Context: an optimization exercise on an open-source flow, tuned for small area, a short achievable clock period and few clock cycles. The choices shown serve that exercise and are no tape-out recipe. Function not checked in this run: the RTL went through the layout flow alone. Power and IR drop assume default switching activity.

`flow/design.v`:
```
`timescale 1ns/1ps
`default_nettype none
package mem_pkg;
  typedef logic [31:0] addr_t;
  typedef logic [31:0] word_t;
  typedef logic [7:0]  byte_t;
  typedef logic [1:0]  size_t;
  localparam logic [1:0] IO_SELECT = 2'b11;  
endpackage
`default_nettype wire
`timescale 1ns/1ps
`default_nettype none
module mem_unit (
  input  logic                   clk_in,
  input  logic                   rst_in,
  input  logic                   rdy_in,
  input  logic                   fetch_en,
  input  mem_pkg::addr_t         fetch_addr,
  output logic                   fetch_done,
  output mem_pkg::word_t         fetch_data,
  input  logic                   load_en,
  input  mem_pkg::addr_t         load_addr,
  input  mem_pkg::size_t         load_size,
  output logic                   load_done,
  output mem_pkg::word_t         load_data,
  input  logic                   store_en,
  input  mem_pkg::addr_t         store_addr,
  input  mem_pkg::size_t         store_size,
  input  mem_pkg::word_t         store_data,
  output logic                   store_done,
  input  logic                   flush_in,
  input  logic                   io_buffer_full,
  input  mem_pkg::byte_t         mem_din,
  output mem_pkg::byte_t         mem_dout,
  output mem_pkg::addr_t         mem_a,
  output logic                   mem_wr
);
  logic        f_out;       
  logic        s_val;       
  logic [15:0] sw;
  logic [2:0]  fc;
  logic [31:0] fa;          
  logic        fdin;        
  logic        f_sub;       
  logic        d_busy;
  logic        d_wr;        
  logic        d_io;        
  logic [17:0] d_q;         
  logic [1:0]  d_idx;       
  logic [1:0]  d_last;      
  logic [31:0] sd;          
  logic        ldin;        
  logic        l_fin;       
  logic [1:0]  req_size, req_last;
  logic [17:0] req_addr;
  logic        stall;
  logic        n1, n2, n4;  
  logic        d_go;        
  logic        f_new;       
  logic        c_out;       
  logic        f_go0;       
  logic        f_done0;     
  logic [2:0]  fc0;
  logic [15:0] sw0;
  assign req_size = load_en ? load_size : store_size;
  assign req_last = req_size[1] ? 2'd3 : {1'b0, req_size[0]};
  assign req_addr = load_en ? load_addr[17:0] : store_addr[17:0];
  assign stall    = d_wr && d_io && io_buffer_full;
  assign d_go     = d_busy && !stall;
  assign c_out    = fetch_en || (f_out && !flush_in);
  assign f_go0    = !d_busy && !fc[2] && (c_out || s_val);
  assign f_done0  = c_out && (fc[2] || (f_go0 && fc == 3'd3));
  assign fc0      = f_done0 ? 3'd0 : fc + {2'd0, f_go0};
  assign sw0      = f_done0 ? sw + 16'd1 : sw;
  assign f_new    = fetch_en && !(s_val && fetch_addr[17:2] == sw);
  assign mem_a    = {14'd0, d_busy ? d_q : {sw, fc[1:0]}};
  assign mem_dout = sd[7:0];
  assign mem_wr   = rdy_in && d_wr && !(d_io && io_buffer_full);
  assign fetch_data = {f_sub ? mem_din : fa[31:24], fa[23:0]};
  assign n1 = (d_last == 2'd0);
  assign n2 = (d_last == 2'd1);
  assign n4 = d_last[1];
  assign load_data[7:0]   = ({8{n1}} & mem_din) | ({8{n2}} & sd[31:24]) | ({8{n4}} & sd[15:8]);
  assign load_data[15:8]  = ({8{n2}} & mem_din) | ({8{n4}} & sd[23:16]);
  assign load_data[23:16] = {8{n4}} & sd[31:24];
  assign load_data[31:24] = {8{n4}} & mem_din;
  always_ff @(posedge clk_in)
  begin
    if (fdin)
      fa[8*(fc[1:0] - 2'd1) +: 8] <= mem_din;
    if (rdy_in && store_en)
      sd <= store_data;
    else if ((ldin && !l_fin) || (rdy_in && d_go && d_wr))
      sd <= {mem_din, sd[31:8]};
  end
  always_ff @(posedge clk_in)
  begin
    if (rst_in)
    begin
      f_out      <= 1'b0;
      s_val      <= 1'b0;
      fc         <= 3'd0;
      fdin       <= 1'b0;
      f_sub      <= 1'b0;
      ldin       <= 1'b0;
      l_fin      <= 1'b0;
      d_busy     <= 1'b0;
      d_wr       <= 1'b0;
      fetch_done <= 1'b0;
      load_done  <= 1'b0;
      store_done <= 1'b0;
    end
    else if (!rdy_in)
    begin
      fdin  <= 1'b0;
      f_sub <= 1'b0;
      ldin  <= 1'b0;
      l_fin <= 1'b0;
      if (l_fin)
      begin
        d_busy    <= 1'b1;
        load_done <= 1'b0;
      end
    end
    else
    begin
      fetch_done <= 1'b0;
      load_done  <= 1'b0;
      store_done <= 1'b0;
      ldin       <= d_go && !d_wr;
      l_fin      <= 1'b0;
      if (load_en || store_en)
      begin
        d_busy <= 1'b1;
        d_wr   <= store_en;
        d_io   <= (req_addr[17:16] == mem_pkg::IO_SELECT);
        d_q    <= req_addr;
        d_idx  <= 2'd0;
        d_last <= req_last;
        store_done <= store_en && req_last == 2'd0 &&
                      (req_addr[17:16] != mem_pkg::IO_SELECT);
      end
      else if (d_go)
      begin
        if (d_idx == d_last)
        begin
          d_busy     <= 1'b0;
          d_wr       <= 1'b0;
          load_done  <= !d_wr;
          l_fin      <= !d_wr;
          store_done <= d_wr && d_io;
        end
        else
        begin
          d_q   <= d_q + 18'd1;
          d_idx <= d_idx + 2'd1;
          if (d_wr && !d_io && d_idx + 2'd1 == d_last)
            store_done <= 1'b1;  
        end
      end
      fdin       <= f_go0 && !f_new;
      f_sub      <= f_go0 && c_out && fc == 3'd3 && !f_new;
      fetch_done <= f_done0 && !f_new;
      f_out      <= f_new || (c_out && !f_done0);
      fc         <= f_new ? 3'd0 : (fetch_en && f_done0) ? 3'd4 : fc0;
      sw         <= fetch_en ? fetch_addr[17:2] : sw0;
      if (fetch_en)
        s_val <= 1'b1;
    end
  end
endmodule
`default_nettype wire
```
`flow/flow/run.sh`:
```
#!/bin/bash
# Standard layout, with the port buffers made of plain buf_1 cells
# (the default pick is the slower and larger clkdlybuf4s50_1); the
# resizer still sizes them up where timing or slew needs it.
set -euo pipefail
export BUFFER_PORTS_ARGS="-buffer_cell sky130_fd_sc_hd__buf_1"
bash standard.sh > flow_make.log 2>&1
```
`flow/standard.sh`:
```
#!/bin/bash
# synth_recipe.tcl (not shown) runs the flow's synth.tcl, then flattens the netlist and writes it again
# the make line also repeats each setting of config.mk as NAME=value (left out here)
make -C /OpenROAD-flow-scripts/flow DESIGN_CONFIG=/design/flow/config.mk WORK_HOME=/design/flow/orfs CLKGATE_MAP_FILE= SYNTH_SCRIPT=/design/flow/synth_recipe.tcl "${@:-finish}"
```
`flow/config.mk`:
```
export PLATFORM = sky130hd
export DESIGN_NAME = mem_unit
export DESIGN_NICKNAME = mem_unit
export VERILOG_FILES = /design/flow/design.v
export SDC_FILE = /design/flow/constraint.sdc
export NUM_CORES = 4
export LEC_CHECK = 0
export CAP_MARGIN = 20
export CORE_MARGIN = 2
export CORE_UTILIZATION = 40
export SETUP_SLACK_MARGIN = 2.6
export SLEW_MARGIN = 20
export TNS_END_PERCENT = 5
```
`flow/constraint.sdc`:
```
create_clock -name core_clock -period 5.0 [get_ports {clk_in}]
set_input_delay 1.0000 -clock core_clock [delete_from_list [all_inputs] [get_ports {clk_in}]]
set_output_delay 1.0000 -clock core_clock [all_outputs]
set_load 0.01 [all_outputs]
```
==> results.txt <==
[power breakdown]
part           switching (W)  leakage (nW)  internal (W)
logic               0.000196          1.80      0.000159
registers          0.0000391          1.07       0.00112
clock network       0.000467         0.274      0.000735
[worst max-delay path, stage by stage]
cell and delay [ns]:
buf_6 0.12, mux2_2 0.28, buf_6 0.13
[worst min path at each step]
stage,start,to,cells past startpoint
floorplan,d_wr,ldin,1
global placement,load_done,load_done,1
detailed placement,load_done,load_done,1
CTS,load_done,load_done,1
global route,load_done,load_done,1
finish,load_done,load_done,1
[layer usage]
layer | track usage (%) | up-vias
li1 | - | 2764
met1 | 25.0 | 2573
met2 | 32.3 | 205
met3 | 4.34 | 15
met4 | 5.90 | 0
met5 | 0 | -
[metrics by stage]
stage               util (%)  cells
floorplan                  -    718
global placement        44.8   1063
detailed placement      44.8   1063
CTS                     48.9   1100
global route            50.4   1103
finish                  50.4   1103
[placed cells by master, fill, tap and decap left out, types with 6 or more instances in the layout]
cell type	netlist	routed
a21oi_1	20	18
a22o_1	8	8
a22oi_1	6	6
and2_1	16	16
and3_1	8	7
buf_1	4	165
buf_12	0	8
buf_2	6	11
buf_4	46	12
buf_6	1	11
clkbuf_16	0	19
conb_1	1	14
dfxtp_1	14	11
edfxtp_1	103	103
ha_1	9	9
inv_1	32	32
mux2_2	60	56
mux2i_1	11	10
nand2_1	90	89
nand3_1	23	22
nand4_1	6	6
nor2_1	27	27
nor3_1	8	8
o21ai_0	77	65
o21ai_1	1	11
xnor2_1	16	16
xor2_1	33	33
[Yosys cell counts, types with 3 or more instances]
master,instances
clkbuf_1,21
mux2i_1,11
nand2_1,90
buf_4,46
nor2_1,27
nand3_1,23
clkbuf_2,8
inv_1,32
o21ai_0,77
dfxtp_1,14
nand4_1,6
a21oi_1,20
a22oi_1,6
a31o_2,3
xor2_1,33
ha_1,9
nor3b_1,5
xnor2_1,16
o22ai_1,3
and2_1,16
and4_1,3
nor4_1,5
buf_1,4
nor3_1,8
and3_1,8
buf_2,6
nor2b_1,3
edfxtp_1,103
a22o_1,8
mux2_2,60
[kinds of logic after synthesis]
kind of cell               Yosys count  share of synthesized area, %
and+or+nand+nor                    210                          14.8
AOI/OAI and AO/OA                  130                          10.4
buffers and inverters              118                          8.97
DFF                                117                          47.2
muxes                               71                          11.0
xor gates and xnor gates            49                          6.01
adders and majority gates            9                          1.58
other                                1                        0.0525
[sequential cells by signal (all words and copies together) (netlist names), 2 cells and up]
signal,count
sd,32
d_last,2
fc,3
sw,16
d_q,18
d_idx,2
fa,32
[final cells by class]
class | instances | area [um^2]
Clock buffer | 17 | 425
Clock inverter | 15 | 156
Fill cell | 1663 | 8610
Inverter | 32 | 120
Multi-Input combinational cell | 483 | 3250
Sequential cell | 117 | 3380
Tap cell | 225 | 282
Timing Repair Buffer | 214 | 1130
[timing repair]
action	in CTS	in global routing
pin swaps	1	4
cloned	0	2
endpoints found under the setup margin	75	120
gates resized for setup	35	87
setup buffers	5	1
==> results.sh <==
export IMPL_crit_type="in2out"
export IMPL_timing_final_crit_share_pct=50.6
export IMPL_wl_met1_um=8250
export IMPL_dp_slack_ns=1.96
export IMPL_synth_cell_types=53
export IMPL_ys_ff_latch=117
export IMPL_clock_fmax_mhz=395
export IMPL_cts_root_buf="clkbuf_16"
export IMPL_r2r_cells=4
export IMPL_setup_viol=0
export IMPL_leakage_nw=3.15
export IMPL_synth_edff_count=103
export IMPL_first_iter_violations=250
export IMPL_postPlaceCellArea_um2=7780
export IMPL_grt_use_total_pct=19.3
export IMPL_cts_hold_buf=0
export IMPL_io_pins=256
export IMPL_maxSlewHeadroom_pct=48.4
export IMPL_grt_setup_unrepaired="true"
export IMPL_status="no timing/DRC/antenna violations"
export IMPL_synthCells=705
export IMPL_startpoint="mem_din[2]"
export IMPL_p_total_w=0.00271
export IMPL_cp_max_fo=9
export IMPL_endpoint="fetch_data[26]"
export IMPL_synthFlopType="edfxtp_1"
export IMPL_hold_path_class="reg2reg"
export IMPL_synth_seq_area_share_pct=47.2
export IMPL_synthArstFlopShare_pct=0
export IMPL_viasPerCell=5.04
export IMPL_nets=1022
export IMPL_grt_max_degree=49
export IMPL_clock_path_buffers=2
export IMPL_syn_to_final_growth_pct=22.4
export IMPL_die_x_um=138
export IMPL_port_buffers=197
export IMPL_wl_um=18700
export IMPL_grt_pass1_vias=5168
export IMPL_synth_area_um2=7140
export IMPL_antenna_cells=0
export IMPL_yosysTopAreaCell="edfxtp_1"
export IMPL_worstPathArrival_ns=1.53
export IMPL_tightestPinTransition_ns=0.768
export IMPL_clkSinkCount=117
export IMPL_place_gp_congestion=0.814
export IMPL_required_ns=4.00
export IMPL_drive_above_1_share_pct=18.3
export IMPL_cp_start_kind="input port"
export IMPL_top_layer_used="met4"
export IMPL_critical_path_endpoint_type="primary output"
export IMPL_regToRegEndpoint="sw[1]"
export IMPL_grt_pass1_wl_um=27600
export IMPL_finClkSkew_ns=0.00776
export IMPL_route_met2_wl_um=8930
export IMPL_path_clk_slew_ns=0.06
export IMPL_overflow=0
export IMPL_vias=5557
export IMPL_setup_tns_ns=0
export IMPL_postLayoutCellArea_um2=8740
export IMPL_cts_max_level=4
export IMPL_yosysWarnings=1
export IMPL_dieArea_um2=18900
export IMPL_final_setup_worst_slack_ns=2.47
export IMPL_initial_utilization_pct=41.2
export IMPL_routed_wl_met3_um=1290
export IMPL_post_route_min_period_ns=2.53
export IMPL_r2r_start="fc[1]"
export IMPL_core_area_um2=17400
export IMPL_wire_per_inst_um=16.9
export IMPL_cts_buffers=17
export IMPL_drc_errors=0
export IMPL_yosysTopAreaCellShare_pct=43.3
export IMPL_die_height_um=138
export IMPL_timing_max_cap_violations=0
export IMPL_synth_avg_cell_area_um2=10.1
export IMPL_row_count=48
export IMPL_ant_nets=0
export IMPL_r2r_setup_slack_ns=2.80
export IMPL_drtPass1Iterations=4
export IMPL_hold_slack_ns=0.498
export IMPL_slew_viol_final=0
export IMPL_ir_worst_vdd_uv=260
export IMPL_cts_tree="built"
export IMPL_clk_insertion_delay_late_ns=0.41
export IMPL_p_per_area_nw_per_um2=310
export IMPL_antenna_found_initial=0
export IMPL_finalHoldViolations=0
export IMPL_dp_hpwl_um=13200
export IMPL_synthTopCellsByArea="edfxtp_1 (43%), mux2_2 (9.5%), o21ai_0 (5.4%)"

[re-timing with driven ports]
The flow's constraints put no driver on any port. The routed layout listed below was extracted and timed again, unchanged, in two steps. Step 1: set_driving_cell puts a clkbuf_16 on clk_in and a buf_2 on each other input, an assumption about the parent block. Step 2 moves the port delays by t, midway between the first and last clock arrival at a register: inputs arrive t later, outputs are due t later. That takes back most of the time a late clock gives input paths. a / b / c = no drivers / after step 1 / after step 2; a / b = the first two.
t (ns): 0.457
setup slack, ns: 2.468 / 2.433 / 2.198
pins driven straight from the clock port: 1
After both steps setup and hold are still met in this run. The setup slack of this run moves by -0.035 ns with the drivers and by -0.270 ns with both steps.
